What follows belongs to an exercise in optimizing a design on an open flow for small area and a short achievable clock period; a production flow would make more cautious choices.
In this exercise RTL edits were held to simulation tests only and were not proved equivalent to the original.
Power figures rest on the tool's default switching activity, not on a simulated workload.

`design/flow/design.v`:
```
`default_nettype none
package lambda_pkg;
    localparam int FRAC_BITS = 8;
    localparam int AXIL_ADDR_W = 4;
    localparam logic [AXIL_ADDR_W-1:0] REG_CTRL  = 4'h0;   
    localparam logic [AXIL_ADDR_W-1:0] REG_SEED  = 4'h4;   
    localparam logic [AXIL_ADDR_W-1:0] REG_COUNT = 4'h8;   
    localparam logic [15:0] LFSR_TAPS = 16'hB400;   
    localparam logic [1:0] OKAY   = 2'b00;
    localparam logic [1:0] SLVERR = 2'b10;
endpackage
`default_nettype wire
`timescale 1ns/1ps
`default_nettype none
module lambda_ctrl_regs #(
    parameter logic [15:0] RESET_SEED = 16'hACE1
) (
    input  wire                               clk,
    input  wire                               reset,
    input  wire [lambda_pkg::AXIL_ADDR_W-1:0] s_axil_awaddr,
    input  wire                               s_axil_awvalid,
    output logic                              s_axil_awready,
    input  wire [31:0]                        s_axil_wdata,
    input  wire [3:0]                         s_axil_wstrb,
    input  wire                               s_axil_wvalid,
    output logic                              s_axil_wready,
    output logic [1:0]                        s_axil_bresp,
    output logic                              s_axil_bvalid,
    input  wire                               s_axil_bready,
    input  wire [lambda_pkg::AXIL_ADDR_W-1:0] s_axil_araddr,
    input  wire                               s_axil_arvalid,
    output logic                              s_axil_arready,
    output logic [31:0]                       s_axil_rdata,
    output logic [1:0]                        s_axil_rresp,
    output logic                              s_axil_rvalid,
    input  wire                               s_axil_rready,
    input  wire                               out_valid,
    output logic                              noise_en,
    output logic [15:0]                       seed_value,
    output logic                              seed_load
);
    localparam logic [lambda_pkg::AXIL_ADDR_W-1:0] REG_CTRL  = lambda_pkg::REG_CTRL;
    localparam logic [lambda_pkg::AXIL_ADDR_W-1:0] REG_SEED  = lambda_pkg::REG_SEED;
    localparam logic [lambda_pkg::AXIL_ADDR_W-1:0] REG_COUNT = lambda_pkg::REG_COUNT;
    logic        idle;
    logic        wr_req;
    logic        rd_req;
    logic        bad_q;
    logic [15:0] seed_q;
    logic [31:0] count_q;
    logic [31:0] rd_word;
    assign idle   = !s_axil_bvalid && !s_axil_rvalid;
    logic [31:0] count_inc;
    assign count_inc[0] = ~count_q[0];
    for (genvar i = 1; i < 32; i++) begin : g_inc
        assign count_inc[i] = count_q[i] ^ (&count_q[i-1:0]);
    end
    assign wr_req = idle && s_axil_awvalid && s_axil_wvalid;
    assign rd_req = idle && s_axil_arvalid && !(s_axil_awvalid && s_axil_wvalid);
    assign s_axil_awready = idle;
    assign s_axil_wready  = idle;
    assign s_axil_arready = idle && !(s_axil_awvalid && s_axil_wvalid);
    assign s_axil_bresp   = {bad_q, 1'b0};      
    assign s_axil_rresp   = lambda_pkg::OKAY;   
    assign seed_value = (seed_q == 16'h0) ? RESET_SEED : seed_q;   
    always_comb begin
        case (s_axil_araddr)
            REG_CTRL:  rd_word = {31'b0, noise_en};
            REG_SEED:  rd_word = {16'b0, seed_q};
            REG_COUNT: rd_word = count_q;
            default:   rd_word = '0;
        endcase
    end
    always_ff @(posedge clk) begin
        if (reset) begin
            s_axil_bvalid <= 1'b0;
            s_axil_rvalid <= 1'b0;
            noise_en      <= 1'b0;
            seed_q        <= RESET_SEED;
            seed_load     <= 1'b0;
            count_q       <= '0;
        end else begin
            seed_load <= wr_req && (s_axil_awaddr == REG_SEED);
            if (out_valid) begin
                count_q <= count_inc;
            end
            if (wr_req) begin
                s_axil_bvalid <= 1'b1;
                if (s_axil_awaddr == REG_CTRL && s_axil_wstrb[0]) begin
                    noise_en <= s_axil_wdata[0];
                end
                if (s_axil_awaddr == REG_SEED) begin
                    if (s_axil_wstrb[0]) seed_q[7:0]  <= s_axil_wdata[7:0];
                    if (s_axil_wstrb[1]) seed_q[15:8] <= s_axil_wdata[15:8];
                end
            end else if (s_axil_bvalid && s_axil_bready) begin
                s_axil_bvalid <= 1'b0;
            end
            if (rd_req) begin
                s_axil_rvalid <= 1'b1;
            end else if (s_axil_rvalid && s_axil_rready) begin
                s_axil_rvalid <= 1'b0;
            end
        end
    end
    always_ff @(posedge clk) begin
        if (wr_req) begin
            bad_q <= !((s_axil_awaddr == REG_CTRL) || (s_axil_awaddr == REG_SEED));
        end
        if (rd_req) begin
            s_axil_rdata <= rd_word;
        end
    end
endmodule
`default_nettype wire
`timescale 1ns/1ps
`default_nettype none
module gauss_lfsr #(
    parameter logic [15:0] RESET_SEED = 16'hACE1
) (
    input  wire        clk,
    input  wire        reset,
    input  wire        step,
    input  wire        seed_load,
    input  wire [15:0] seed_value,
    output logic [15:0] eps_raw
);
    localparam logic [15:0] LFSR_TAPS = lambda_pkg::LFSR_TAPS;
    logic [15:0] state_next;
    assign state_next = {1'b0, eps_raw[15:1]} ^ (eps_raw[0] ? LFSR_TAPS : 16'h0);
    always_ff @(posedge clk) begin
        if (reset) begin
            eps_raw <= RESET_SEED;
        end else if (seed_load) begin      
            eps_raw <= seed_value;
        end else if (step) begin
            eps_raw <= state_next;
        end
    end
endmodule
`default_nettype wire
`timescale 1ns/1ps
`default_nettype none
module softplus_pre (
    input  wire [15:0]  x,
    output logic [14:0] p,      
    output logic [6:0]  bm,     
    output logic        neg,    
    output logic        ci      
);
    logic       below, above, lin, u;
    logic [2:0] idx;
    logic [1:0] j;
    logic [7:0] f;
    logic [9:0] c;
    logic [10:0] d;
    assign below = x[15] & ~(&x[14:10]);
    assign above = ~x[15] & (|x[14:10]);
    assign lin   = ~below & ~above;
    assign idx   = {~x[10], x[9:8]};    
    assign u     = idx[2];
    assign j     = u ? ~idx[1:0] : idx[1:0];
    assign f     = x[7:0];
    logic [9:0]  f3, f97;
    logic [10:0] f5;
    logic [6:0] bh;
    assign f3  = {1'b0, f, 1'b0} + {2'd0, f};
    assign f5  = {1'b0, f, 2'b0} + {3'd0, f};
    assign f97 = {1'b0, f, 1'b0} + {2'd0, f} + {7'd0, f[7:5]};
    always_comb begin
        case (j)
            2'd0:    bh = {4'd0, f[7:5]};
            2'd1:    bh = {2'd0, f5[10:6]};
            2'd2:    bh = {1'b0, f3[9:4]};
            default: bh = f97[9:3];
        endcase
    end
    logic bz;
    always_comb begin
        case (j)
            2'd0:    bz = (f[4:0] == 5'd0);
            2'd1:    bz = (f[5:0] == 6'd0);
            2'd2:    bz = (f[3:0] == 4'd0);
            default: bz = (f == 8'd0);
        endcase
    end
    always_comb begin
        case (idx)
            3'd0:    c = 10'd4;
            3'd1:    c = 10'd13;
            3'd2:    c = 10'd32;
            3'd3:    c = 10'd80;
            3'd4:    c = 10'd177;
            3'd5:    c = 10'd336;
            3'd6:    c = 10'd545;
            default: c = 10'd780;
        endcase
    end
    assign d   = {1'b0, c} + (u ? {3'd0, f} : 11'd0);
    assign p   = above ? x[14:0] : (lin ? {4'd0, d} : 15'd0);
    assign bm  = lin ? bh : 7'd0;
    assign neg = lin & u;
    assign ci  = lin & u & bz;
endmodule
module softplus_post (
    input  wire [14:0]  p,
    input  wire [6:0]   bm,
    input  wire         neg,
    input  wire         ci,
    output logic [10:0] sp_lo
);
    assign sp_lo = p[10:0] + (neg ? {4'hF, ~bm} : {4'h0, bm}) + {10'd0, ci};
endmodule
`default_nettype wire
`timescale 1ns/1ps
`default_nettype none
module sqrt_step #(
    parameter int K = 0
) (
    input  wire [13:0]  r_in,     
    input  wire [11:0]  q_in,     
    input  wire [1:0]   pair,     
    output logic [13:0] r_out,    
    output logic [11:0] q_out     
);
    localparam int W = K + 3;
    logic [W-1:0] t;
    logic [W-1:0] trial;
    logic [W:0]   d;
    logic         ge;
    assign t     = {r_in[K:0], pair};
    assign trial = W'({q_in, 2'b01});
    assign d     = {1'b0, t} - {1'b0, trial};
    assign ge    = ~d[W];
    assign r_out = 14'(ge ? d[K+1:0] : t[K+1:0]);
    assign q_out = 12'({q_in, ge});
endmodule
`default_nettype wire
`timescale 1ns/1ps
`default_nettype none
module reparam_core (
    input  wire        clk,
    input  wire        reset,
    input  wire        in_valid,
    input  wire [15:0] in_mean,
    input  wire [15:0] in_var,
    input  wire [15:0] eps_raw,
    input  wire        noise_en,
    output logic       step,         
    output logic       out_valid,
    output logic [15:0] out_lambda
);
    localparam int EPS_SHIFT = 5;    
    logic [6:1] vq;
    always_ff @(posedge clk) begin
        if (reset) begin
            vq        <= '0;
            out_valid <= 1'b0;
        end else begin
            vq        <= {vq[5:1], in_valid};
            out_valid <= vq[6];
        end
    end
    assign step = vq[1];
    logic [14:0] p0;
    logic [6:0]  bm0;
    logic        neg0, ci0;
    softplus_pre i_sp_pre (.x(in_var), .p(p0), .bm(bm0), .neg(neg0), .ci(ci0));
    logic [14:0] p1;
    logic [6:0]  bm1;
    logic        neg1, ci1;
    logic [15:0] m1;
    always_ff @(posedge clk) begin
        p1   <= p0;
        bm1  <= bm0;
        neg1 <= neg0;
        ci1  <= ci0;
        m1   <= in_mean;
    end
    logic [10:0] sp_lo;
    logic [14:0] sp1;
    softplus_post i_sp_post (.p(p1), .bm(bm1), .neg(neg1), .ci(ci1), .sp_lo(sp_lo));
    assign sp1 = {p1[14:11], sp_lo};
    logic [23:0] rad1;
    assign rad1 = {1'b0, sp1, 8'd0};
    logic [13:0] r_c1 [0:4];
    logic [11:0] q_c1 [0:4];
    assign r_c1[0] = '0;
    assign q_c1[0] = '0;
    for (genvar k = 0; k < 4; k++) begin : g_c1
        sqrt_step #(.K(k)) i_st (.r_in(r_c1[k]), .q_in(q_c1[k]), .pair(rad1[23-2*k -: 2]),
                                 .r_out(r_c1[k+1]), .q_out(q_c1[k+1]));
    end
    logic [4:0]  r2;
    logic [3:0]  q2;
    logic [7:0]  sp2;
    logic [15:0] m2;
    always_ff @(posedge clk) begin
        r2  <= r_c1[4][4:0];
        q2  <= q_c1[4][3:0];
        sp2 <= sp1[7:0];
        m2  <= m1;
    end
    logic [13:0] r_c2 [4:6];
    logic [11:0] q_c2 [4:6];
    assign r_c2[4] = 14'(r2);
    assign q_c2[4] = 12'(q2);
    for (genvar k = 4; k < 6; k++) begin : g_c2
        sqrt_step #(.K(k)) i_st (.r_in(r_c2[k]), .q_in(q_c2[k]), .pair(sp2[15-2*k -: 2]),
                                 .r_out(r_c2[k+1]), .q_out(q_c2[k+1]));
    end
    logic [6:0]         r3;
    logic [5:0]         q3;
    logic [3:0]         sp3;
    logic [15:0]        m3;
    logic signed [10:0] e3;
    always_ff @(posedge clk) begin
        r3  <= r_c2[6][6:0];
        q3  <= q_c2[6][5:0];
        sp3 <= sp2[3:0];
        m3  <= m2;
        e3  <= noise_en ? eps_raw[15:EPS_SHIFT] : 11'd0;
    end
    logic [13:0] r_c3 [6:8];
    logic [11:0] q_c3 [6:8];
    assign r_c3[6] = 14'(r3);
    assign q_c3[6] = 12'(q3);
    for (genvar k = 6; k < 8; k++) begin : g_c3
        sqrt_step #(.K(k)) i_st (.r_in(r_c3[k]), .q_in(q_c3[k]), .pair(sp3[15-2*k -: 2]),
                                 .r_out(r_c3[k+1]), .q_out(q_c3[k+1]));
    end
    logic [8:0]         r4;
    logic [7:0]         q4;
    logic [15:0]        m4;
    logic signed [10:0] e4;
    always_ff @(posedge clk) begin
        r4 <= r_c3[8][8:0];
        q4 <= q_c3[8][7:0];
        m4 <= m3;
        e4 <= e3;
    end
    logic [13:0] r_c4 [8:10];
    logic [11:0] q_c4 [8:10];
    assign r_c4[8] = 14'(r4);
    assign q_c4[8] = 12'(q4);
    for (genvar k = 8; k < 10; k++) begin : g_c4
        sqrt_step #(.K(k)) i_st (.r_in(r_c4[k]), .q_in(q_c4[k]), .pair(2'b00),
                                 .r_out(r_c4[k+1]), .q_out(q_c4[k+1]));
    end
    logic [10:0]        r5;
    logic [9:0]         q5;
    logic [15:0]        m5;
    logic signed [10:0] e5;
    always_ff @(posedge clk) begin
        r5 <= r_c4[10][10:0];
        q5 <= q_c4[10][9:0];
        m5 <= m4;
        e5 <= e4;
    end
    logic [13:0] r_c5 [10:12];
    logic [11:0] q_c5 [10:12];
    assign r_c5[10] = 14'(r5);
    assign q_c5[10] = 12'(q5);
    for (genvar k = 10; k < 12; k++) begin : g_c5
        sqrt_step #(.K(k)) i_st (.r_in(r_c5[k]), .q_in(q_c5[k]), .pair(2'b00),
                                 .r_out(r_c5[k+1]), .q_out(q_c5[k+1]));
    end
    logic [24:0] ca5, cb5;
    mac_hi i_mac_hi (.q(q5), .e(e5), .m(m5), .ca(ca5), .cb(cb5));
    logic [1:0]         s6;
    logic [24:0]        ca6, cb6;
    logic signed [10:0] e6;
    always_ff @(posedge clk) begin
        s6  <= q_c5[12][1:0];
        ca6 <= ca5;
        cb6 <= cb5;
        e6  <= e5;
    end
    logic [24:0] acc6;
    logic [16:0] sum;
    mac_lo i_mac_lo (.ca(ca6), .cb(cb6), .s(s6), .e(e6), .t(acc6));
    assign sum = acc6[24:8];
    logic [16:0] sum_q;
    always_ff @(posedge clk) begin
        sum_q <= sum;
    end
    assign out_lambda = (sum_q[16] != sum_q[15]) ? {sum_q[16], {15{~sum_q[16]}}} : sum_q[15:0];
endmodule
`default_nettype none
module mac_hi (
    input  wire [9:0]   q,      
    input  wire [10:0]  e,      
    input  wire [15:0]  m,      
    output logic [24:0] ca,
    output logic [24:0] cb
);
    wire bo0 = e[0] ^ 1'b0;
    wire bt0 = (e[1] & ~e[0] & ~1'b0) | (~e[1] & e[0] & 1'b0);
    wire bn0 = e[1];
    wire bp0_0 = ((bo0 & q[0]) | 1'b0) ^ bn0;
    wire bp0_1 = ((bo0 & q[1]) | (bt0 & q[0])) ^ bn0;
    wire bp0_2 = ((bo0 & q[2]) | (bt0 & q[1])) ^ bn0;
    wire bp0_3 = ((bo0 & q[3]) | (bt0 & q[2])) ^ bn0;
    wire bp0_4 = ((bo0 & q[4]) | (bt0 & q[3])) ^ bn0;
    wire bp0_5 = ((bo0 & q[5]) | (bt0 & q[4])) ^ bn0;
    wire bp0_6 = ((bo0 & q[6]) | (bt0 & q[5])) ^ bn0;
    wire bp0_7 = ((bo0 & q[7]) | (bt0 & q[6])) ^ bn0;
    wire bp0_8 = ((bo0 & q[8]) | (bt0 & q[7])) ^ bn0;
    wire bp0_9 = ((bo0 & q[9]) | (bt0 & q[8])) ^ bn0;
    wire bp0_10 = (1'b0 | (bt0 & q[9])) ^ bn0;
    wire bo1 = e[2] ^ e[1];
    wire bt1 = (e[3] & ~e[2] & ~e[1]) | (~e[3] & e[2] & e[1]);
    wire bn1 = e[3];
    wire bp1_0 = ((bo1 & q[0]) | 1'b0) ^ bn1;
    wire bp1_1 = ((bo1 & q[1]) | (bt1 & q[0])) ^ bn1;
    wire bp1_2 = ((bo1 & q[2]) | (bt1 & q[1])) ^ bn1;
    wire bp1_3 = ((bo1 & q[3]) | (bt1 & q[2])) ^ bn1;
    wire bp1_4 = ((bo1 & q[4]) | (bt1 & q[3])) ^ bn1;
    wire bp1_5 = ((bo1 & q[5]) | (bt1 & q[4])) ^ bn1;
    wire bp1_6 = ((bo1 & q[6]) | (bt1 & q[5])) ^ bn1;
    wire bp1_7 = ((bo1 & q[7]) | (bt1 & q[6])) ^ bn1;
    wire bp1_8 = ((bo1 & q[8]) | (bt1 & q[7])) ^ bn1;
    wire bp1_9 = ((bo1 & q[9]) | (bt1 & q[8])) ^ bn1;
    wire bp1_10 = (1'b0 | (bt1 & q[9])) ^ bn1;
    wire bo2 = e[4] ^ e[3];
    wire bt2 = (e[5] & ~e[4] & ~e[3]) | (~e[5] & e[4] & e[3]);
    wire bn2 = e[5];
    wire bp2_0 = ((bo2 & q[0]) | 1'b0) ^ bn2;
    wire bp2_1 = ((bo2 & q[1]) | (bt2 & q[0])) ^ bn2;
    wire bp2_2 = ((bo2 & q[2]) | (bt2 & q[1])) ^ bn2;
    wire bp2_3 = ((bo2 & q[3]) | (bt2 & q[2])) ^ bn2;
    wire bp2_4 = ((bo2 & q[4]) | (bt2 & q[3])) ^ bn2;
    wire bp2_5 = ((bo2 & q[5]) | (bt2 & q[4])) ^ bn2;
    wire bp2_6 = ((bo2 & q[6]) | (bt2 & q[5])) ^ bn2;
    wire bp2_7 = ((bo2 & q[7]) | (bt2 & q[6])) ^ bn2;
    wire bp2_8 = ((bo2 & q[8]) | (bt2 & q[7])) ^ bn2;
    wire bp2_9 = ((bo2 & q[9]) | (bt2 & q[8])) ^ bn2;
    wire bp2_10 = (1'b0 | (bt2 & q[9])) ^ bn2;
    wire bo3 = e[6] ^ e[5];
    wire bt3 = (e[7] & ~e[6] & ~e[5]) | (~e[7] & e[6] & e[5]);
    wire bn3 = e[7];
    wire bp3_0 = ((bo3 & q[0]) | 1'b0) ^ bn3;
    wire bp3_1 = ((bo3 & q[1]) | (bt3 & q[0])) ^ bn3;
    wire bp3_2 = ((bo3 & q[2]) | (bt3 & q[1])) ^ bn3;
    wire bp3_3 = ((bo3 & q[3]) | (bt3 & q[2])) ^ bn3;
    wire bp3_4 = ((bo3 & q[4]) | (bt3 & q[3])) ^ bn3;
    wire bp3_5 = ((bo3 & q[5]) | (bt3 & q[4])) ^ bn3;
    wire bp3_6 = ((bo3 & q[6]) | (bt3 & q[5])) ^ bn3;
    wire bp3_7 = ((bo3 & q[7]) | (bt3 & q[6])) ^ bn3;
    wire bp3_8 = ((bo3 & q[8]) | (bt3 & q[7])) ^ bn3;
    wire bp3_9 = ((bo3 & q[9]) | (bt3 & q[8])) ^ bn3;
    wire bp3_10 = (1'b0 | (bt3 & q[9])) ^ bn3;
    wire bo4 = e[8] ^ e[7];
    wire bt4 = (e[9] & ~e[8] & ~e[7]) | (~e[9] & e[8] & e[7]);
    wire bn4 = e[9];
    wire bp4_0 = ((bo4 & q[0]) | 1'b0) ^ bn4;
    wire bp4_1 = ((bo4 & q[1]) | (bt4 & q[0])) ^ bn4;
    wire bp4_2 = ((bo4 & q[2]) | (bt4 & q[1])) ^ bn4;
    wire bp4_3 = ((bo4 & q[3]) | (bt4 & q[2])) ^ bn4;
    wire bp4_4 = ((bo4 & q[4]) | (bt4 & q[3])) ^ bn4;
    wire bp4_5 = ((bo4 & q[5]) | (bt4 & q[4])) ^ bn4;
    wire bp4_6 = ((bo4 & q[6]) | (bt4 & q[5])) ^ bn4;
    wire bp4_7 = ((bo4 & q[7]) | (bt4 & q[6])) ^ bn4;
    wire bp4_8 = ((bo4 & q[8]) | (bt4 & q[7])) ^ bn4;
    wire bp4_9 = ((bo4 & q[9]) | (bt4 & q[8])) ^ bn4;
    wire bp4_10 = (1'b0 | (bt4 & q[9])) ^ bn4;
    wire bo5 = e[10] ^ e[9];
    wire bt5 = (e[10] & ~e[10] & ~e[9]) | (~e[10] & e[10] & e[9]);
    wire bn5 = e[10];
    wire bp5_0 = ((bo5 & q[0]) | 1'b0) ^ bn5;
    wire bp5_1 = ((bo5 & q[1]) | (bt5 & q[0])) ^ bn5;
    wire bp5_2 = ((bo5 & q[2]) | (bt5 & q[1])) ^ bn5;
    wire bp5_3 = ((bo5 & q[3]) | (bt5 & q[2])) ^ bn5;
    wire bp5_4 = ((bo5 & q[4]) | (bt5 & q[3])) ^ bn5;
    wire bp5_5 = ((bo5 & q[5]) | (bt5 & q[4])) ^ bn5;
    wire bp5_6 = ((bo5 & q[6]) | (bt5 & q[5])) ^ bn5;
    wire bp5_7 = ((bo5 & q[7]) | (bt5 & q[6])) ^ bn5;
    wire bp5_8 = ((bo5 & q[8]) | (bt5 & q[7])) ^ bn5;
    wire bp5_9 = ((bo5 & q[9]) | (bt5 & q[8])) ^ bn5;
    wire bp5_10 = (1'b0 | (bt5 & q[9])) ^ bn5;
    wire h1 = bp0_8 ^ bp1_6 ^ bp2_4;
    wire h2 = (bp0_8 & bp1_6) | (bp0_8 & bp2_4) | (bp1_6 & bp2_4);
    wire h3 = bp0_9 ^ bp1_7;
    wire h4 = bp0_9 & bp1_7;
    wire h5 = bp0_10 ^ bp1_8 ^ bp2_6;
    wire h6 = (bp0_10 & bp1_8) | (bp0_10 & bp2_6) | (bp1_8 & bp2_6);
    wire h7 = bp3_4 ^ bp4_2 ^ bp5_0;
    wire h8 = (bp3_4 & bp4_2) | (bp3_4 & bp5_0) | (bp4_2 & bp5_0);
    wire h9 = ~bn0 ^ bp1_9 ^ bp2_7;
    wire h10 = (~bn0 & bp1_9) | (~bn0 & bp2_7) | (bp1_9 & bp2_7);
    wire h11 = bp3_5 ^ bp4_3;
    wire h12 = bp3_5 & bp4_3;
    wire h13 = bp1_10 ^ bp2_8 ^ bp3_6;
    wire h14 = (bp1_10 & bp2_8) | (bp1_10 & bp3_6) | (bp2_8 & bp3_6);
    wire h15 = bp4_4 ^ bp5_2;
    wire h16 = bp4_4 & bp5_2;
    wire h17 = ~bn1 ^ bp2_9 ^ bp3_7;
    wire h18 = (~bn1 & bp2_9) | (~bn1 & bp3_7) | (bp2_9 & bp3_7);
    wire h19 = bp2_10 ^ bp3_8;
    wire h20 = bp2_10 & bp3_8;
    wire h21 = bp0_6 ^ bp1_4 ^ bp2_2;
    wire h22 = (bp0_6 & bp1_4) | (bp0_6 & bp2_2) | (bp1_4 & bp2_2);
    wire h23 = bp0_7 ^ bp1_5 ^ bp2_3;
    wire h24 = (bp0_7 & bp1_5) | (bp0_7 & bp2_3) | (bp1_5 & bp2_3);
    wire h25 = bp3_2 ^ bp4_0 ^ bn4;
    wire h26 = (bp3_2 & bp4_0) | (bp3_2 & bn4) | (bp4_0 & bn4);
    wire h27 = m[2] ^ 1'b1;
    wire h28 = m[2] & 1'b1;
    wire h29 = bp2_5 ^ bp3_3 ^ bp4_1;
    wire h30 = (bp2_5 & bp3_3) | (bp2_5 & bp4_1) | (bp3_3 & bp4_1);
    wire h31 = m[3] ^ h3 ^ h2;
    wire h32 = (m[3] & h3) | (m[3] & h2) | (h3 & h2);
    wire h33 = bn5 ^ m[4] ^ 1'b1;
    wire h34 = (bn5 & m[4]) | (bn5 & 1'b1) | (m[4] & 1'b1);
    wire h35 = h5 ^ h7 ^ h4;
    wire h36 = (h5 & h7) | (h5 & h4) | (h7 & h4);
    wire h37 = bp5_1 ^ m[5] ^ h9;
    wire h38 = (bp5_1 & m[5]) | (bp5_1 & h9) | (m[5] & h9);
    wire h39 = h11 ^ h6 ^ h8;
    wire h40 = (h11 & h6) | (h11 & h8) | (h6 & h8);
    wire h41 = m[6] ^ 1'b1 ^ h13;
    wire h42 = (m[6] & 1'b1) | (m[6] & h13) | (1'b1 & h13);
    wire h43 = h15 ^ h10 ^ h12;
    wire h44 = (h15 & h10) | (h15 & h12) | (h10 & h12);
    wire h45 = bp4_5 ^ bp5_3 ^ m[7];
    wire h46 = (bp4_5 & bp5_3) | (bp4_5 & m[7]) | (bp5_3 & m[7]);
    wire h47 = h17 ^ h14 ^ h16;
    wire h48 = (h17 & h14) | (h17 & h16) | (h14 & h16);
    wire h49 = bp4_6 ^ bp5_4 ^ m[8];
    wire h50 = (bp4_6 & bp5_4) | (bp4_6 & m[8]) | (bp5_4 & m[8]);
    wire h51 = 1'b1 ^ h19 ^ h18;
    wire h52 = (1'b1 & h19) | (1'b1 & h18) | (h19 & h18);
    wire h53 = ~bn2 ^ bp3_9 ^ bp4_7;
    wire h54 = (~bn2 & bp3_9) | (~bn2 & bp4_7) | (bp3_9 & bp4_7);
    wire h55 = bp5_5 ^ m[9] ^ h20;
    wire h56 = (bp5_5 & m[9]) | (bp5_5 & h20) | (m[9] & h20);
    wire h57 = bp3_10 ^ bp4_8 ^ bp5_6;
    wire h58 = (bp3_10 & bp4_8) | (bp3_10 & bp5_6) | (bp4_8 & bp5_6);
    wire h59 = m[10] ^ 1'b1;
    wire h60 = m[10] & 1'b1;
    wire h61 = ~bn3 ^ bp4_9 ^ bp5_7;
    wire h62 = (~bn3 & bp4_9) | (~bn3 & bp5_7) | (bp4_9 & bp5_7);
    wire h63 = bp4_10 ^ bp5_8;
    wire h64 = bp4_10 & bp5_8;
    wire h65 = bp0_4 ^ bp1_2;
    wire h66 = bp0_4 & bp1_2;
    wire h67 = bp0_5 ^ bp1_3;
    wire h68 = bp0_5 & bp1_3;
    wire h69 = bp3_0 ^ bn3 ^ m[0];
    wire h70 = (bp3_0 & bn3) | (bp3_0 & m[0]) | (bn3 & m[0]);
    wire h71 = bp3_1 ^ m[1] ^ h23;
    wire h72 = (bp3_1 & m[1]) | (bp3_1 & h23) | (m[1] & h23);
    wire h73 = h1 ^ h25 ^ h27;
    wire h74 = (h1 & h25) | (h1 & h27) | (h25 & h27);
    wire h75 = h29 ^ h31 ^ h26;
    wire h76 = (h29 & h31) | (h29 & h26) | (h31 & h26);
    wire h77 = h33 ^ h35 ^ h30;
    wire h78 = (h33 & h35) | (h33 & h30) | (h35 & h30);
    wire h79 = h37 ^ h39 ^ h34;
    wire h80 = (h37 & h39) | (h37 & h34) | (h39 & h34);
    wire h81 = h41 ^ h43 ^ h38;
    wire h82 = (h41 & h43) | (h41 & h38) | (h43 & h38);
    wire h83 = h45 ^ h47 ^ h42;
    wire h84 = (h45 & h47) | (h45 & h42) | (h47 & h42);
    wire h85 = h49 ^ h51 ^ h46;
    wire h86 = (h49 & h51) | (h49 & h46) | (h51 & h46);
    wire h87 = h53 ^ h55 ^ h50;
    wire h88 = (h53 & h55) | (h53 & h50) | (h55 & h50);
    wire h89 = h57 ^ h59 ^ h54;
    wire h90 = (h57 & h59) | (h57 & h54) | (h59 & h54);
    wire h91 = m[11] ^ h61 ^ h58;
    wire h92 = (m[11] & h61) | (m[11] & h58) | (h61 & h58);
    wire h93 = m[12] ^ 1'b1 ^ h63;
    wire h94 = (m[12] & 1'b1) | (m[12] & h63) | (1'b1 & h63);
    wire h95 = ~bn4 ^ bp5_9 ^ m[13];
    wire h96 = (~bn4 & bp5_9) | (~bn4 & m[13]) | (bp5_9 & m[13]);
    wire h97 = bp5_10 ^ m[14];
    wire h98 = bp5_10 & m[14];
    wire h99 = ~bn5 ^ ~m[15];
    wire h100 = ~bn5 & ~m[15];
    wire h101 = bp0_2 ^ bp1_0;
    wire h102 = bp0_2 & bp1_0;
    wire h103 = bp0_3 ^ bp1_1;
    wire h104 = bp0_3 & bp1_1;
    wire h105 = bp2_0 ^ bn2 ^ h65;
    wire h106 = (bp2_0 & bn2) | (bp2_0 & h65) | (bn2 & h65);
    wire h107 = bp2_1 ^ h67 ^ h66;
    wire h108 = (bp2_1 & h67) | (bp2_1 & h66) | (h67 & h66);
    wire h109 = h21 ^ h69 ^ h68;
    wire h110 = (h21 & h69) | (h21 & h68) | (h69 & h68);
    wire h111 = h22 ^ h71 ^ h70;
    wire h112 = (h22 & h71) | (h22 & h70) | (h71 & h70);
    wire h113 = h24 ^ h73 ^ h72;
    wire h114 = (h24 & h73) | (h24 & h72) | (h73 & h72);
    wire h115 = h28 ^ h75 ^ h74;
    wire h116 = (h28 & h75) | (h28 & h74) | (h75 & h74);
    wire h117 = h32 ^ h77 ^ h76;
    wire h118 = (h32 & h77) | (h32 & h76) | (h77 & h76);
    wire h119 = h36 ^ h79 ^ h78;
    wire h120 = (h36 & h79) | (h36 & h78) | (h79 & h78);
    wire h121 = h40 ^ h81 ^ h80;
    wire h122 = (h40 & h81) | (h40 & h80) | (h81 & h80);
    wire h123 = h44 ^ h83 ^ h82;
    wire h124 = (h44 & h83) | (h44 & h82) | (h83 & h82);
    wire h125 = h48 ^ h85 ^ h84;
    wire h126 = (h48 & h85) | (h48 & h84) | (h85 & h84);
    wire h127 = h52 ^ h87 ^ h86;
    wire h128 = (h52 & h87) | (h52 & h86) | (h87 & h86);
    wire h129 = h56 ^ h89 ^ h88;
    wire h130 = (h56 & h89) | (h56 & h88) | (h89 & h88);
    wire h131 = h60 ^ h91 ^ h90;
    wire h132 = (h60 & h91) | (h60 & h90) | (h91 & h90);
    wire h133 = h62 ^ h93 ^ h92;
    wire h134 = (h62 & h93) | (h62 & h92) | (h93 & h92);
    wire h135 = h64 ^ h95 ^ h94;
    wire h136 = (h64 & h95) | (h64 & h94) | (h95 & h94);
    wire h137 = 1'b1 ^ h97 ^ h96;
    wire h138 = (1'b1 & h97) | (1'b1 & h96) | (h97 & h96);
    wire h139 = 1'b1 ^ h99 ^ h98;
    wire h140 = (1'b1 & h99) | (1'b1 & h98) | (h99 & h98);
    assign ca = {h100, h139, h137, h135, h133, h131, h129, h127, h125, h123, h121, h119, h117, h115, h113, h111, h109, h107, h105, h103, bn1, bp0_1, bp0_0, 1'b0, 1'b0};
    assign cb = {h140, h138, h136, h134, h132, h130, h128, h126, h124, h122, h120, h118, h116, h114, h112, h110, h108, h106, h104, h102, h101, 1'b0, bn0, 1'b0, 1'b0};
endmodule
module mac_lo (
    input  wire [24:0]  ca,
    input  wire [24:0]  cb,
    input  wire [1:0]   s,      
    input  wire [10:0]  e,      
    output logic [24:0] t       
);
    wire l1 = ca[1] ^ cb[1];
    wire l2 = ca[1] & cb[1];
    wire l3 = ca[2] ^ cb[2] ^ (s[0] & e[2]);
    wire l4 = (ca[2] & cb[2]) | (ca[2] & (s[0] & e[2])) | (cb[2] & (s[0] & e[2]));
    wire l5 = ca[3] ^ cb[3] ^ (s[0] & e[3]);
    wire l6 = (ca[3] & cb[3]) | (ca[3] & (s[0] & e[3])) | (cb[3] & (s[0] & e[3]));
    wire l7 = ca[4] ^ cb[4] ^ (s[0] & e[4]);
    wire l8 = (ca[4] & cb[4]) | (ca[4] & (s[0] & e[4])) | (cb[4] & (s[0] & e[4]));
    wire l9 = ca[5] ^ cb[5] ^ (s[0] & e[5]);
    wire l10 = (ca[5] & cb[5]) | (ca[5] & (s[0] & e[5])) | (cb[5] & (s[0] & e[5]));
    wire l11 = ca[6] ^ cb[6] ^ (s[0] & e[6]);
    wire l12 = (ca[6] & cb[6]) | (ca[6] & (s[0] & e[6])) | (cb[6] & (s[0] & e[6]));
    wire l13 = ca[7] ^ cb[7] ^ (s[0] & e[7]);
    wire l14 = (ca[7] & cb[7]) | (ca[7] & (s[0] & e[7])) | (cb[7] & (s[0] & e[7]));
    wire l15 = ca[8] ^ cb[8] ^ (s[0] & e[8]);
    wire l16 = (ca[8] & cb[8]) | (ca[8] & (s[0] & e[8])) | (cb[8] & (s[0] & e[8]));
    wire l17 = ca[9] ^ cb[9] ^ (s[0] & e[9]);
    wire l18 = (ca[9] & cb[9]) | (ca[9] & (s[0] & e[9])) | (cb[9] & (s[0] & e[9]));
    wire l19 = ca[10] ^ cb[10] ^ ~(s[0] & e[10]);
    wire l20 = (ca[10] & cb[10]) | (ca[10] & ~(s[0] & e[10])) | (cb[10] & ~(s[0] & e[10]));
    wire l21 = ca[11] ^ cb[11];
    wire l22 = ca[11] & cb[11];
    wire l23 = ca[0] ^ cb[0];
    wire l24 = ca[0] & cb[0];
    wire l25 = (s[0] & e[1]) ^ (s[1] & e[0]) ^ l1;
    wire l26 = ((s[0] & e[1]) & (s[1] & e[0])) | ((s[0] & e[1]) & l1) | ((s[1] & e[0]) & l1);
    wire l27 = (s[1] & e[1]) ^ l3 ^ l2;
    wire l28 = ((s[1] & e[1]) & l3) | ((s[1] & e[1]) & l2) | (l3 & l2);
    wire l29 = (s[1] & e[2]) ^ l5 ^ l4;
    wire l30 = ((s[1] & e[2]) & l5) | ((s[1] & e[2]) & l4) | (l5 & l4);
    wire l31 = (s[1] & e[3]) ^ l7 ^ l6;
    wire l32 = ((s[1] & e[3]) & l7) | ((s[1] & e[3]) & l6) | (l7 & l6);
    wire l33 = (s[1] & e[4]) ^ l9 ^ l8;
    wire l34 = ((s[1] & e[4]) & l9) | ((s[1] & e[4]) & l8) | (l9 & l8);
    wire l35 = (s[1] & e[5]) ^ l11 ^ l10;
    wire l36 = ((s[1] & e[5]) & l11) | ((s[1] & e[5]) & l10) | (l11 & l10);
    wire l37 = (s[1] & e[6]) ^ l13 ^ l12;
    wire l38 = ((s[1] & e[6]) & l13) | ((s[1] & e[6]) & l12) | (l13 & l12);
    wire l39 = (s[1] & e[7]) ^ l15 ^ l14;
    wire l40 = ((s[1] & e[7]) & l15) | ((s[1] & e[7]) & l14) | (l15 & l14);
    wire l41 = (s[1] & e[8]) ^ l17 ^ l16;
    wire l42 = ((s[1] & e[8]) & l17) | ((s[1] & e[8]) & l16) | (l17 & l16);
    wire l43 = (s[1] & e[9]) ^ l19 ^ l18;
    wire l44 = ((s[1] & e[9]) & l19) | ((s[1] & e[9]) & l18) | (l19 & l18);
    wire l45 = ~(s[1] & e[10]) ^ l21 ^ l20;
    wire l46 = (~(s[1] & e[10]) & l21) | (~(s[1] & e[10]) & l20) | (l21 & l20);
    wire l47 = ca[12] ^ cb[12] ^ l22;
    wire l48 = (ca[12] & cb[12]) | (ca[12] & l22) | (cb[12] & l22);
    wire l49 = ca[13] ^ cb[13];
    wire l50 = ca[13] & cb[13];
    wire l51 = ca[14] ^ cb[14];
    wire l52 = ca[14] & cb[14];
    wire l53 = ca[15] ^ cb[15];
    wire l54 = ca[15] & cb[15];
    wire l55 = ca[16] ^ cb[16];
    wire l56 = ca[16] & cb[16];
    wire l57 = ca[17] ^ cb[17];
    wire l58 = ca[17] & cb[17];
    wire l59 = ca[18] ^ cb[18];
    wire l60 = ca[18] & cb[18];
    wire l61 = ca[19] ^ cb[19];
    wire l62 = ca[19] & cb[19];
    wire l63 = ca[20] ^ cb[20];
    wire l64 = ca[20] & cb[20];
    wire l65 = ca[21] ^ cb[21];
    wire l66 = ca[21] & cb[21];
    wire l67 = ca[22] ^ cb[22];
    wire l68 = ca[22] & cb[22];
    wire l69 = ca[23] ^ cb[23];
    wire l70 = ca[23] & cb[23];
    wire l71 = ca[24] ^ cb[24];
    wire l72 = ca[24] & cb[24];
    wire [24:0] ra = {l71, l69, l67, l65, l63, l61, l59, l57, l55, l53, l51, l49, l47, l45, l43, l41, l39, l37, l35, l33, l31, l29, l27, l25, (s[0] & e[0])};
    wire [24:0] rb = {l70, l68, l66, l64, l62, l60, l58, l56, l54, l52, l50, l48, l46, l44, l42, l40, l38, l36, l34, l32, l30, l28, l26, l24, l23};
    assign t = ra + rb;
endmodule
`default_nettype wire
`timescale 1ns/1ps
`default_nettype none
module lambda_layer_top #(
    parameter logic [15:0] RESET_SEED = 16'hACE1
) (
    input  wire                               clk,
    input  wire                               reset,
    input  wire [lambda_pkg::AXIL_ADDR_W-1:0] s_axil_awaddr,
    input  wire                               s_axil_awvalid,
    output logic                              s_axil_awready,
    input  wire [31:0]                        s_axil_wdata,
    input  wire [3:0]                         s_axil_wstrb,
    input  wire                               s_axil_wvalid,
    output logic                              s_axil_wready,
    output logic [1:0]                        s_axil_bresp,
    output logic                              s_axil_bvalid,
    input  wire                               s_axil_bready,
    input  wire [lambda_pkg::AXIL_ADDR_W-1:0] s_axil_araddr,
    input  wire                               s_axil_arvalid,
    output logic                              s_axil_arready,
    output logic [31:0]                       s_axil_rdata,
    output logic [1:0]                        s_axil_rresp,
    output logic                              s_axil_rvalid,
    input  wire                               s_axil_rready,
    input  wire                               in_valid,
    input  wire [15:0]                        in_mean,
    input  wire [15:0]                        in_var,
    output logic                              out_valid,
    output logic [15:0]                       out_lambda
);
    logic        noise_en;
    logic [15:0] seed_value;
    logic        seed_load;
    logic [15:0] eps_raw;
    logic        step;
    lambda_ctrl_regs #(.RESET_SEED(RESET_SEED)) i_ctrl_regs (
        .clk(clk), .reset(reset),
        .s_axil_awaddr(s_axil_awaddr), .s_axil_awvalid(s_axil_awvalid),
        .s_axil_awready(s_axil_awready),
        .s_axil_wdata(s_axil_wdata), .s_axil_wstrb(s_axil_wstrb),
        .s_axil_wvalid(s_axil_wvalid), .s_axil_wready(s_axil_wready),
        .s_axil_bresp(s_axil_bresp), .s_axil_bvalid(s_axil_bvalid),
        .s_axil_bready(s_axil_bready),
        .s_axil_araddr(s_axil_araddr), .s_axil_arvalid(s_axil_arvalid),
        .s_axil_arready(s_axil_arready),
        .s_axil_rdata(s_axil_rdata), .s_axil_rresp(s_axil_rresp),
        .s_axil_rvalid(s_axil_rvalid), .s_axil_rready(s_axil_rready),
        .out_valid(out_valid), .noise_en(noise_en),
        .seed_value(seed_value), .seed_load(seed_load)
    );
    gauss_lfsr #(.RESET_SEED(RESET_SEED)) i_lfsr (
        .clk(clk), .reset(reset), .step(step),   
        .seed_load(seed_load), .seed_value(seed_value), .eps_raw(eps_raw)
    );
    reparam_core i_core (
        .clk(clk), .reset(reset), .in_valid(in_valid), .in_mean(in_mean), .in_var(in_var),
        .eps_raw(eps_raw), .noise_en(noise_en), .step(step),
        .out_valid(out_valid), .out_lambda(out_lambda)
    );
endmodule
`default_nettype wire
```
`design/flow/flow/run.sh`:
```
#!/bin/bash
# The standard layout, with each port buffered by the smallest buffer
# cell (sky130_fd_sc_hd__buf_1) instead of the one buffer_ports picks.
# Everything else, synthesis included, is standard.sh unchanged.
set -euo pipefail
export BUFFER_PORTS_ARGS="-buffer_cell sky130_fd_sc_hd__buf_1"
bash standard.sh synth > synth.log 2>&1
bash standard.sh > layout.log 2>&1
```
`design/flow/standard.sh`:
```
#!/bin/bash
# synth_recipe.tcl (not shown) runs the flow's synth.tcl, then flattens the netlist and writes it again
# the make line also repeats each setting of config.mk as NAME=value (left out here)
make -C /OpenROAD-flow-scripts/flow DESIGN_CONFIG=/design/flow/config.mk WORK_HOME=/design/flow/orfs CLKGATE_MAP_FILE= SYNTH_SCRIPT=/design/flow/synth_recipe.tcl "${@:-finish}"
```
`design/flow/config.mk`:
```
export PLATFORM = sky130hd
export DESIGN_NAME = lambda_layer_top
export DESIGN_NICKNAME = lambda_layer_top
export VERILOG_FILES = /design/flow/design.v
export SDC_FILE = /design/flow/constraint.sdc
export NUM_CORES = 4
export LEC_CHECK = 0
export ABC_AREA = 1
export ABC_CLOCK_PERIOD_IN_PS = 3600
export CAP_MARGIN = 20
export CORE_MARGIN = 2
export CORE_UTILIZATION = 65
export CTS_BUF_LIST = sky130_fd_sc_hd__clkbuf_8
export CTS_CLUSTER_DIAMETER = 74
export CTS_CLUSTER_SIZE = 15
export PLACE_DENSITY = 0.75
export SETUP_SLACK_MARGIN = 4.42
export SLEW_MARGIN = 20
```
`design/flow/constraint.sdc`:
```
create_clock -name core_clock -period 8.0 [get_ports {clk}]
set_input_delay 1.6000 -clock core_clock [delete_from_list [all_inputs] [get_ports {clk}]]
set_output_delay 1.6000 -clock core_clock [all_outputs]
set_load 0.01 [all_outputs]
```
==> results of run 1 <==
placed cells by master (no fill, tap or decap), types with 7 or more instances in the layout:
master / count
clkbuf_8: 34
ha_1: 163
inv_1: 392
o22ai_1: 63
buf_1: 116
edfxtp_1: 33
o21ai_1: 18
dfxtp_1: 345
nand3b_1: 7
nor2_1: 149
buf_4: 27
nor2_2: 10
o211ai_1: 8
or2_2: 10
nand2_1: 430
o221ai_1: 10
o21ai_0: 114
nor3_1: 22
nand3_1: 106
nand4_1: 30
fa_1: 69
nand2_2: 23
inv_2: 12
a21oi_1: 134
clkinvlp_4: 8
a21o_1: 9
xor2_1: 100
xnor2_1: 29
how the worst max path moves through the flow:
stage / from / to / depth (start not counted) / slack, ps
2_1_floorplan: i_core.e5[5]$_DFF_P_ / i_core.ca6[15]$_DFF_P_ / 12 / 4500
3_3_place_gp: in_var[10] / i_core.p1[8]$_DFF_P_ / 18 / 3760
4_1_cts: s_axil_wvalid / s_axil_arready / 5 / 4420
5_1_grt: s_axil_awvalid / s_axil_arready / 5 / 4340
6_report: s_axil_awvalid / s_axil_arready / 5 / 4400
3_5_place_dp: in_var[10] / i_core.p1[8]$_DFF_P_ / 18 / 3740
cell type report:
| cell class | count | area [µm²] |
|---|---|---|
| Inverter | 412 | 1600 |
| Timing Repair Buffer | 148 | 672 |
| Fill cell | 2549 | 9130 |
| Tap cell | 402 | 503 |
| Clock buffer | 34 | 468 |
| Multi-Input combinational cell | 1592 | 10700 |
| Sequential cell | 389 | 8150 |
| Clock inverter | 16 | 106 |
synth_stat cells, types with 3 or more instances:
library cell    n  share of area [%]
nand2_4         3               0.16
o21ai_0       118                2.9
nand3b_1        7               0.26
xnor2_1        29                1.2
nand2_2        23               0.70
nor2_1        151                2.8
inv_2           9               0.16
nor3_1         22               0.54
buf_4          11               0.40
nand3_2         6               0.29
nor2_2          8               0.24
a21o_1          9               0.33
o21a_1          4               0.15
o21bai_1        4               0.15
a211oi_1        4               0.15
o22ai_1        64                2.0
inv_1         390                7.1
nand3_1       106                2.6
a21oi_2         4               0.17
dfxtp_1       356                 35
edfxtp_1       33                4.8
xor2_1        101                4.3
nand4_1        30               0.91
a21oi_1       136                3.3
or2_2          11               0.34
nor4_1          5               0.15
o211ai_1        8               0.29
o221ai_1       10               0.43
buf_2           7               0.17
clkinv_1       12               0.22
ha_1          165                 10
o21ai_1        15               0.37
clkbuf_1       34               0.62
nand2_1       432                7.9
fa_1           71                6.9
nor3_2          4               0.20
a31oi_1         7               0.21
kinds of logic (layout without fill, tap and decap cells):
family / after synthesis / after routing
AO/OA/AOI/OAI: 399 / 399
XOR/XNOR: 130 / 130
adder cells (fa/ha/maj): 236 / 236
buffers and inverters: 468 / 610
flip-flops: 389 / 389
multiplexers: 1 / 1
other: 1 / 3
AND/OR/NAND/NOR: 823 / 823
power by group through the flow:
stage                     combinational, mW  clock [mW]  sequential (mW)
after floorplan                        2.75           0             2.40
after global placement                 3.25           0             2.45
after detailed placement               3.35           0             2.46
after CTS                              3.39        1.08             2.41
after global routing                   3.91        1.15             2.44
final                                  3.41        1.04             2.41
state kept, by name (all words and copies together) (netlist names), 15 cells and up:
name,flops
i_core.m3,16
i_core.cb6,21
i_core.m4,16
i_ctrl_regs.seed_q,16
i_core.ca6,22
i_core.sum_q,17
i_core.m2,16
i_core.m5,16
i_core.p1,15
i_core.m1,16
i_ctrl_regs.s_axil_rdata,32
i_lfsr.eps_raw,16
i_ctrl_regs.count_q,32
worst reg2reg max path: stages (launching register included):
cell,delay [ps]
dfxtp_4,410
nor2_1,80
nor2_1,190
clkinv_2,160
o22ai_1,200
xor2_1,240
fa_1,490
fa_1,540
fa_1,560
inv_1,50
fa_1,440
repair_timing:
item / CTS / global route
setup endpoints to repair: 41 / 45
setup buffers: 3 / 22
resized for setup: 24 / 40
pin swaps: 1 / 3
layer usage:
metal | up-vias | global-route usage [%] | share of wire (%)
met5 | - | 0 | 0
met4 | 0 | 8.23 | 2.9
met3 | 92 | 3.71 | 5.6
met2 | 448 | 46.5 | 49
met1 | 7383 | 32.9 | 43
li1 | 8151 | - | -
through the flow:
step / worst slack [ps] / utilization [%] / cell area (µm²) / total power [mW]
after floorplan: 4500 / - / 20500 / 5.15
after global placement: 3760 / 67.8 / 21200 / 5.70
after detailed placement: 3740 / 67.8 / 21200 / 5.81
after CTS: 4420 / 69.8 / 21900 / 6.88
after global routing: 4340 / 70.8 / 22200 / 7.50
final: 4400 / 70.8 / 22200 / 6.87
==> run notes, run 1 <==
antenna violations before repair = 0
final setup fails = 0
sequential share of power = 35.1%
Sw Share = 42.0%
die area = 33000 µm²
Post-synth EDFFs = 33
CP Cell Sequence = buf_1 > nand2_1 > nand2_1 > inv_2 > buf_6
Via density = 5.37
Reg clk slew, reported paths = 90 ps
GRT Util Overall = 26.1%
area delta synth->final = 8.09%
P per Cell Area = 310 nW/µm²
global route overflow = 0
Critical-path top delay cell = buf_6
RSZ-0062 raised after global routing = yes
peak supply drop = 0.202 mV
row cnt = 65
TNS Setup = 0 ps
Netlist cell types = 66
syn avg cell area = 8.39 µm²
CP Max Fanout = 2
leakage power total = 10.7 nW
routed via count = 16100
post-synthesis compound-gate area fraction = 11.1%
hold path cells = 0
critical path's most frequent cell = nand2_1
pin count of the biggest net entering global routing = 33
Max H-tree Level = 2
crit start category = input pin
mux cell area share after synthesis = 0.0488%
FF-to-FF End = i_core.ca6[13]$_DFF_P_
reg-to-reg critical path startpoint = i_core.e5[3]$_DFF_P_
delay-heaviest family, CP = buffers and inverters
clock latency (worst-skew pair) = 570 ps
hold_sp = i_core.e3[3]$_SDFF_PN0_
antenna cell count = 0
final worst path period share = 45.0%
Post-DP HPWL = 33000 µm
Buf/Inv on CP = 3
P_int = 3.98 mW
Hold Crit Endpoint = i_core.e4[3]$_DFF_P_
Post-Place Cells = 2918
combinational power share = 49.7%
Synth Area in Adders = 17.0%
CTS Hold Bufs = 0
FFs w/ async S/R, synth = 0%
Port Buf Inserts = 120
gpl congestion = 0.921
fmax = 278 MHz
layout cells sized above 1 = 7.49%
CTS Buf Count = 34
CTS tree = built
NetSw = 2.89 mW
critical path endpoint category = output port
Most used DFF post-synth = dfxtp_1
Ys Warns = 24
WHS = 319 ps
Initial Utilization = 65.5%
Fin. Hold Viols = 0
Worst Path Required = 6400 ps
final antenna-violating net count = 0
R2R setup slack = 4540 ps
CTS Buffer Depth = 3
nets = 2897
simple-gate share of the synthesized area = 17.9%
clk sinks = 389
Pins Over Slew Limit = 0
DRC = 0
main combinational cell family by area after synthesis = simple AND/OR/NAND/NOR gates
sequential share of the synthesized area = 39.6%
vias in the first global route = 15600
Synth Area in XOR/XNOR = 5.55%
Synth Cell Area = 20500 µm²
first-pass GRT wire length = 71500 µm
Final Non-Filler Cells = 2993
Setup CP Type = in2out
slew margin rel. = 51.1%
Post-Route WL = 42900 µm
Die W = 182 µm
HP Class = reg2reg
clock power share = 15.2%
cells after synthesis = 2447
DR iter-0 viols = 884
worst reg2reg path depth = 10
total core area = 31300 µm²
chip height = 182 µm
critical path data arrival time = 2000 ps
CP max stage delay = 100 ps
WL/cell = 14.3 µm
Ports = 142
DRT Pass-1 Iters = 5
status = timing/DRC/antenna clean
Root Buffer = clkbuf_8
clk_skew = 34.9 ps
Final min period = 3600 ps
MaxCap Viol Count = 0
Least-Margin Pin Slew = 731 ps
FF+latch count, synth = 389
==> run 2, diff against run 1 <==
--- a/design/flow/config.mk
+++ b/design/flow/config.mk
@@ -14,5 +14,5 @@
 export CTS_CLUSTER_DIAMETER = 74
 export CTS_CLUSTER_SIZE = 15
 export PLACE_DENSITY = 0.75
-export SETUP_SLACK_MARGIN = 4.42
+export SETUP_SLACK_MARGIN = 4.3
 export SLEW_MARGIN = 20
==> run notes, run 2 <==
share of the synthesized area in the top cell type = 34.7% (unchanged)
syn avg cell area = 8.39 µm² (unchanged)
nets = 2877 (-0.69%)
Netlist cell types = 66 (unchanged)
CTS Hold Bufs = 0 (unchanged)
sequential share of the synthesized area = 39.6% (unchanged)
Ys Warns = 24 (unchanged)
TNS Setup = 0 ps (unchanged)
peak supply drop = 0.178 mV (-12%)
GRT Util Overall = 25.9% (-0.23 points)
antenna violations before repair = 0 (unchanged)
Final min period = 3650 ps (+47.3 ps)
slew margin rel. = 51.8% (+0.73 points)
final setup fails = 0 (unchanged)
CP max stage delay = 150 ps (+50 ps)
Synth area leaders = dfxtp_1 (35%), ha_1 (10%), nand2_1 (7.9%)
highest-count cells in the layout ignoring fill and taps = nand2_1 (430), inv_1 (396), dfxtp_1 (349), ha_1 (164), nor2_1 (148)
Worst Path Required = 6400 ps (about the same)
Place WS = 3700 ps (-41.8 ps)
WL/cell = 14.1 µm (-1.3%)
chip height = 182 µm (unchanged)
Via density = 5.35 (-0.37%)
synth cell count leaders = nand2_1 (432), inv_1 (390), dfxtp_1 (356), ha_1 (165), nor2_1 (151)
fmax = 274 MHz (-1.3%)
Largest regs = i_ctrl_regs.count_q (32), i_ctrl_regs.s_axil_rdata (32), i_core.ca6 (22)
cell taking the most area after synthesis = dfxtp_1
die area = 33000 µm² (unchanged)
CP Cell Sequence = buf_1 > nand2_1 > nand2_1 > inv_1 > buf_1
Synth Cell Area = 20500 µm² (unchanged)
Critical-path top delay cell = buf_1
CP startpoint = s_axil_awvalid
DR iter-0 viols = 949 (+7.4%)
clk sinks = 389 (unchanged)
total core area = 31300 µm² (unchanged)
layout cells sized above 1 = 6.12% (-1.4 points)
CTS Buf Count = 30 (-12%)
final worst path period share = 45.6% (+0.59 points)
Post-synth EDFFs = 33 (unchanged)
Port Buf Inserts = 120 (unchanged)
most common cell in the synthesized netlist = nand2_1
CP Max Fanout = 2 (unchanged)
gpl congestion = 0.902 (-2.1%)
Levels on crit path = 5 (unchanged)
cells after synthesis = 2447 (unchanged)
Pins Over Slew Limit = 0 (unchanged)
Reg clk slew, reported paths = 90 ps (about the same)
FFs w/ async S/R, synth = 0% (unchanged)
Least-Margin Pin Slew = 721 ps (-9.98 ps)
Post-Route WL = 42000 µm (-2.2%)
Fin. Hold Viols = 0 (unchanged)
fill cell count = 2595 (+1.8%)
leakage power total = 10.6 nW (-1.1%)
area delta synth->final = 6.73%
Storage cell area = 8140 µm² (-0.12%)
pin count of the biggest net entering global routing = 33 (unchanged)
Max H-tree Level = 1 (-1)
antenna cell count = 0 (unchanged)
clock latency (worst-skew pair) = 650 ps (+80 ps)
RSZ-0062 raised after global routing = yes
DRT Pass-1 Iters = 6 (+1)
HP Class = reg2reg
reg-to-reg critical path startpoint = i_core.e5[5]$_DFF_P_
row cnt = 65 (unchanged)
Root Buffer = clkbuf_8
Cell Area, Placed = 21200 µm² (about the same)
Post-DP HPWL = 32500 µm (-1.3%)
final setup margin = 4350 ps (-47.3 ps)
FF+latch count, synth = 389 (unchanged)
fin area = 21900 µm² (-1.3%)
Die W = 182 µm (unchanged)
status = timing/DRC/antenna clean
Most used DFF post-synth = dfxtp_1
worst reg2reg path depth = 11 (+1)
Ports = 142 (unchanged)
commonest non-fill, non-tap cell in the layout = nand2_1
Buf/Inv on CP = 3 (unchanged)
Initial Utilization = 65.5% (unchanged)
multi-input logic area = 10700 µm² (-0.22%)
CTS tree = built
FF-to-FF End = i_core.ca6[15]$_DFF_P_
crit start category = input pin
critical path endpoint category = output port
P per Cell Area = 309 nW/µm² (-0.33%)
routed via count = 15900 (-1.2%)
final antenna-violating net count = 0 (unchanged)
first-pass GRT wire length = 71200 µm (-0.43%)
R2R setup slack = 4460 ps (-80 ps)
Setup CP Type = in2out
global route overflow = 0 (unchanged)
critical path data arrival time = 2050 ps (+50 ps)
crit path to = s_axil_arready
DRC = 0 (unchanged)
clk_skew = 73.1 ps (+38.2 ps)
vias in the first global route = 15600 (+0.10%)
MaxCap Viol Count = 0 (unchanged)
delay-heaviest family, CP = buffers and inverters
CTS Buffer Depth = 3 (unchanged)
## run 2: cell types whose count changed in the layout (fill, tap and decap cells not counted), sizes merged
cell      delta
clkbuf       -4
bufinv       -2
clkinvlp     -7
inv          +4
buf         -16
## run 2: cell type report
type	count	share of cell area, %
sequential	389	37.2
clock inverter	11	0.297
timing repair buffer	132	2.59
multi-input combinational	1592	48.7
inverter	412	7.10
tap	402	2.30
clock buffer	30	1.89
## run 2: repair_timing
action / 4_1_cts / 5_1_grt
pin swaps: 0 / 1
resized for setup: 13 / 31
endpoints found under the setup margin: 31 / 40
buffers inserted: 0 / 10
hold endpoints to repair: 0 / 0
gates cloned: 0 / 0
## run 2: kinds of logic (layout without fill, tap and decap cells)
kind of cell | Yosys count | in the layout | synth area share, %
AND/OR/NAND/NOR | 823 | 823 | 17.9
XOR/XNOR | 130 | 130 | 5.55
multiplexers | 1 | 1 | 0.0488
buffers and inverters | 468 | 585 | 8.89
flip-flops | 389 | 389 | 39.6
adder cells (fa/ha/maj) | 236 | 236 | 17.0
other | 1 | 3 | 0.0183
AO/OA/AOI/OAI | 399 | 399 | 11.1
## run 2: worst min path at each step
stage / startpoint / end / slack, ps / depth (start not counted)
5_1_grt: i_core.m4[5]$_DFF_P_ / i_core.m5[5]$_DFF_P_ / 300 / 0
3_3_place_gp: i_core.m3[2]$_DFF_P_ / i_core.m4[2]$_DFF_P_ / 310 / 0
3_5_place_dp: i_core.m2[3]$_DFF_P_ / i_core.m3[3]$_DFF_P_ / 310 / 0
6_report: i_core.m3[3]$_DFF_P_ / i_core.m4[3]$_DFF_P_ / 280 / 0
2_1_floorplan: i_core.e3[0]$_SDFF_PN0_ / i_core.e4[0]$_DFF_P_ / 310 / 0
4_1_cts: i_core.m3[3]$_DFF_P_ / i_core.m4[3]$_DFF_P_ / 290 / 0
## run 2: routing by layer
layer / vias to the layer above / GRT usage, % / wire, µm
met1: 7266 / 32.8 / 18100
li1: 8109 / - / -
met2: 417 / 45.8 / 20300
met4: 0 / 8.10 / 1250
met3: 88 / 3.79 / 2330
met5: - / 0 / 0
## run 2: power by group
part	switching, mW	internal (mW)	total, mW	leakage [nW]
combinational	2.10	1.30	3.41	7.06
sequential	0.148	2.26	2.41	3.28
clock	0.597	0.347	0.944	0.271
## run 2: through the flow
stage | hold slack (ps) | cells | power [mW] | utilization [%]
after CTS | 286 | 2958 | 6.77 | 69.5
after global placement | 310 | 2916 | 5.69 | 67.7
final | 277 | 2968 | 6.76 | 69.9
after global routing | 303 | 2968 | 7.41 | 69.9
after detailed placement | 312 | 2917 | 5.82 | 67.9
after floorplan | 310 | 2449 | 5.15 | -
==> run 3, diff against run 2 <==
--- a/design/flow/design.v
+++ b/design/flow/design.v
@@ -49,12 +49,15 @@
     logic [15:0] seed_q;
     logic [31:0] count_q;
     logic [31:0] rd_word;
-    assign idle   = !s_axil_bvalid && !s_axil_rvalid;
+    logic        bvalid_d;
+    logic        rvalid_d;
     logic [31:0] count_inc;
     assign count_inc[0] = ~count_q[0];
     for (genvar i = 1; i < 32; i++) begin : g_inc
         assign count_inc[i] = count_q[i] ^ (&count_q[i-1:0]);
     end
+    assign bvalid_d = wr_req || (s_axil_bvalid && !s_axil_bready);
+    assign rvalid_d = rd_req || (s_axil_rvalid && !s_axil_rready);
     assign wr_req = idle && s_axil_awvalid && s_axil_wvalid;
     assign rd_req = idle && s_axil_arvalid && !(s_axil_awvalid && s_axil_wvalid);
     assign s_axil_awready = idle;
@@ -75,6 +78,7 @@
         if (reset) begin
             s_axil_bvalid <= 1'b0;
             s_axil_rvalid <= 1'b0;
+            idle          <= 1'b1;
             noise_en      <= 1'b0;
             seed_q        <= RESET_SEED;
             seed_load     <= 1'b0;
@@ -84,8 +88,10 @@
             if (out_valid) begin
                 count_q <= count_inc;
             end
+            s_axil_bvalid <= bvalid_d;
+            s_axil_rvalid <= rvalid_d;
+            idle          <= !bvalid_d && !rvalid_d;
             if (wr_req) begin
-                s_axil_bvalid <= 1'b1;
                 if (s_axil_awaddr == REG_CTRL && s_axil_wstrb[0]) begin
                     noise_en <= s_axil_wdata[0];
                 end
@@ -93,13 +99,6 @@
                     if (s_axil_wstrb[0]) seed_q[7:0]  <= s_axil_wdata[7:0];
                     if (s_axil_wstrb[1]) seed_q[15:8] <= s_axil_wdata[15:8];
                 end
-            end else if (s_axil_bvalid && s_axil_bready) begin
-                s_axil_bvalid <= 1'b0;
-            end
-            if (rd_req) begin
-                s_axil_rvalid <= 1'b1;
-            end else if (s_axil_rvalid && s_axil_rready) begin
-                s_axil_rvalid <= 1'b0;
             end
         end
     end
--- a/design/flow/config.mk
+++ b/design/flow/config.mk
@@ -6,7 +6,7 @@
 export NUM_CORES = 4
 export LEC_CHECK = 0
 export ABC_AREA = 1
-export ABC_CLOCK_PERIOD_IN_PS = 3600
+export ABC_CLOCK_PERIOD_IN_PS = 3300
 export CAP_MARGIN = 20
 export CORE_MARGIN = 2
 export CORE_UTILIZATION = 65
@@ -14,5 +14,5 @@
 export CTS_CLUSTER_DIAMETER = 74
 export CTS_CLUSTER_SIZE = 15
 export PLACE_DENSITY = 0.75
-export SETUP_SLACK_MARGIN = 4.3
+export SETUP_SLACK_MARGIN = 4.5
 export SLEW_MARGIN = 20
==> run notes, run 3 <==
fmax = 280 MHz (+2.1%)
Post-Route Utilization = 72.8% (+2.8 points)
synth cell count leaders = nand2_1 (423), inv_1 (391), dfxtp_1 (357), ha_1 (165), nor2_1 (148)
die area = 32900 µm² (-0.43%)
CTS Buffer Depth = 3 (unchanged)
Power Total = 7.08 mW (+4.7%)
Sw Share = 42.0% (-0.14 points)
highest-count cells in the layout ignoring fill and taps = nand2_1 (421), inv_1 (393), dfxtp_1 (340), ha_1 (162), nor2_1 (142)
CP startpoint = s_axil_awvalid
CP max stage delay = 140 ps (about the same)
Synth area leaders = dfxtp_1 (35%), ha_1 (10%), nand2_1 (7.8%)
share of the synthesized area in the top cell type = 35.0% (+0.25 points)
met3 WL = 2260 µm (-2.8%)
global route overflow = 0 (unchanged)
combinational power share = 51.5% (+1.1 points)
slew margin rel. = 53.2% (+1.3 points)
FF-to-FF End = i_core.ca6[13]$_DFF_P_
Synth Area in XOR/XNOR = 5.75% (+0.20 points)
cells after synthesis = 2420 (-1.1%)
syn avg cell area = 8.44 µm² (+0.67%)
Largest regs = i_ctrl_regs.count_q (32), i_ctrl_regs.s_axil_rdata (32), i_core.ca6 (22)
critical path endpoint category = output port
DR iter-0 viols = 1005 (+5.9%)
sequential share of the synthesized area = 39.8% (+0.27 points)
delay-heaviest family, CP = buffers and inverters
MaxCap Viol Count = 0 (unchanged)
Worst Path Required = 6400 ps (about the same)
FFs w/ async S/R, synth = 0% (unchanged)
final worst path period share = 44.7% (-0.94 points)
uppermost layer routed = met4
RSZ-0062 raised after global routing = yes
post-synthesis compound-gate area fraction = 11.5% (+0.40 points)
Post-synth EDFFs = 33 (unchanged)
Netlist cell types = 59 (-11%)
chip height = 181 µm (-0.22%)
Ports = 142 (unchanged)
final setup margin = 4430 ps (+75.4 ps)
routed wl met2 = 20500 µm (+0.85%)
GRT Util Overall = 26.1% (+0.21 points)
nets = 2890 (+0.45%)
HP Class = reg2reg
clock power share = 14.1% (about the same)
antenna violations before repair = 0 (unchanged)
clk sinks = 390 (+0.26%)
reg-to-reg critical path startpoint = i_core.e5[4]$_DFF_P_
final setup fails = 0 (unchanged)
layout cells sized above 1 = 9.21% (+3.1 points)
CTS tree = built
fin area = 22400 µm² (+2.2%)
pin count of the biggest net entering global routing = 44 (+33%)
DRT Pass-1 Iters = 5 (-1)
Post-Route WL = 43100 µm (+2.7%)
status = timing/DRC/antenna clean
Place WS = 3760 ps (+60.3 ps)
P per Cell Area = 316 nW/µm² (+2.5%)
simple-gate share of the synthesized area = 17.0% (-0.86 points)
sequential share of power = 34.4% (-1.2 points)
NetSw = 2.97 mW (+4.4%)
Least-Margin Pin Slew = 701 ps (-19.9 ps)
R2R setup slack = 4530 ps (+70 ps)
CTS Buf Count = 31 (+3.3%)
worst reg2reg path depth = 11 (unchanged)
FF+latch count, synth = 390 (+0.26%)
routed via count = 16100 (+1.5%)
Initial Utilization = 66.4% (+0.90 points)
clk_skew = 51.2 ps (-21.9 ps)
commonest non-fill, non-tap cell in the layout = nand2_1
antenna cell count = 0 (unchanged)
P_int = 4.11 mW (+5.0%)
Via density = 5.41 (+1.1%)
WL/cell = 14.5 µm (+2.3%)
row cnt = 64 (-1.5%)
Setup CP Type = in2out
area delta synth->final = 9.54%
Final Non-Filler Cells = 2979 (+0.37%)
vias in the first global route = 15800 (+0.91%)
final antenna-violating net count = 0 (unchanged)
Post-DP HPWL = 32300 µm (-0.60%)
Synth Area in Adders = 17.1% (+0.076 points)
hold path cells = 0 (unchanged)
critical path data arrival time = 1970 ps (-80 ps)
TNS Setup = 0 ps (unchanged)
crit path to = s_axil_arready
Post-Place Cells = 2887 (-1.0%)
Final min period = 3570 ps (-75.4 ps)
first-pass GRT wire length = 72200 µm (+1.4%)
CP Max Fanout = 2 (unchanged)
Synth Cell Area = 20400 µm² (-0.45%)
Buf/Inv on CP = 2 (-1)
Most used DFF post-synth = dfxtp_1
Pins Over Slew Limit = 0 (unchanged)
Max H-tree Level = 1 (unchanged)
DRT met1 WL = 19200 µm (+5.6%)
cell taking the most area after synthesis = dfxtp_1
CTS Hold Bufs = 0 (unchanged)
Root Buffer = clkbuf_8
Levels on crit path = 3 (-2)
WHS = 294 ps (+16.8 ps)
peak supply drop = 0.194 mV (+9.1%)
fill cell count = 2435 (-6.2%)
main combinational cell family by area after synthesis = adder cells
Die W = 181 µm (-0.22%)
Port Buf Inserts = 120 (unchanged)
clock latency (worst-skew pair) = 630 ps (-20 ps)
CP Cell Sequence = buf_6 > a21oi_2 > buf_2
leakage power total = 10.8 nW (+2.0%)
gpl congestion = 0.902 (about the same)
Ys Warns = 24 (unchanged)
DRC = 0 (unchanged)
total core area = 30700 µm² (-1.8%)
Fin. Hold Viols = 0 (unchanged)
mux cell area share after synthesis = 0.0490% (+0.00022 points)
most common cell in the synthesized netlist = nand2_1
crit start category = input pin
Cell Area, Placed = 21100 µm² (-0.45%)
Reg clk slew, reported paths = 80 ps (about the same)
Critical-path top delay cell = buf_2
run 3: worst register-to-register path: stages, from the launching register on:
cell and delay (ps):
dfxtp_4 380, nor2_4 130, inv_1 60, o21ai_1 130
bufinv_8 220, o22ai_2 110, xor2_1 260, fa_1 490
fa_1 520, fa_1 570, inv_1 60, fa_1 430
run 3: how the worst min path moves through the flow:
stage / start / to / slack, ps
floorplan: i_core.e3[0]$_SDFF_PN0_ / i_core.e4[0]$_DFF_P_ / 310
global placement: i_core.m3[15]$_DFF_P_ / i_core.m4[15]$_DFF_P_ / 310
detailed placement: i_core.m2[4]$_DFF_P_ / i_core.m3[4]$_DFF_P_ / 310
CTS: i_core.e4[2]$_DFF_P_ / i_core.e5[2]$_DFF_P_ / 280
global route: i_core.m3[9]$_DFF_P_ / i_core.m4[9]$_DFF_P_ / 320
finish: i_core.e4[2]$_DFF_P_ / i_core.e5[2]$_DFF_P_ / 290
run 3: area by class of cell:
cell class | count | area, µm² | area share [%]
Clock buffer | 32 | 440 | 1.97
Clock inverter | 14 | 78.8 | 0.352
Inverter | 408 | 1610 | 7.21
Multi-Input combinational cell | 1573 | 10700 | 47.9
Sequential cell | 390 | 8180 | 36.5
Tap cell | 396 | 495 | 2.21
Timing Repair Buffer | 166 | 845 | 3.77
run 3: logic make-up after synthesis:
logic type	after synthesis
flip-flops	390
AO/OA/AOI/OAI	408
other	1
AND/OR/NAND/NOR	789
XOR/XNOR	134
adder cells (fa/ha/maj)	236
multiplexers	1
buffers and inverters	461
run 3: power groups by stage:
stage	registers [mW]	logic (mW)	clock network [mW]
floorplan	2.41	2.69	0
global placement	2.46	3.21	0
detailed placement	2.47	3.34	0
CTS	2.43	3.39	1.03
global route	2.46	4.16	1.10
finish	2.43	3.65	0.998
run 3: repair_timing:
item,in CTS,in global routing
setup endpoints to repair,47,58
setup buffers,9,35
pin swaps,2,21
cloned,1,1
hold endpoints to repair,0,0
resized for setup,33,74
run 3: per-layer routing:
layer | global-route usage [%] | up-vias
met5 | 0 | -
met4 | 7.32 | 0
met3 | 3.18 | 93
met2 | 45.6 | 432
met1 | 34.3 | 7500
li1 | - | 8087

## port drivers added, routing unchanged
No port has a modelled driver above. Below, the same layouts with a new extraction and two added sets of constraints.
Step 1: set_driving_cell puts a clkbuf_16 on clk and a buf_2 on each other input, an assumption about the parent block.
Step 2, shift: input delay + t, output delay - t, t = (earliest + latest rising clock arrival at the registers) / 2. This alone moves slack from input paths to output paths.
Slacks: no drivers / after step 1 / after step 2; pairs: no drivers / after step 1.
run	t (ns)	setup WS [ns]
run 1	0.591	4.399 / 4.379 / 4.027
run 2	0.656	4.352 / 4.331 / 3.982
run 3	0.653	4.427 / 4.393 / 4.127
After both steps setup and hold are still met in every run listed.
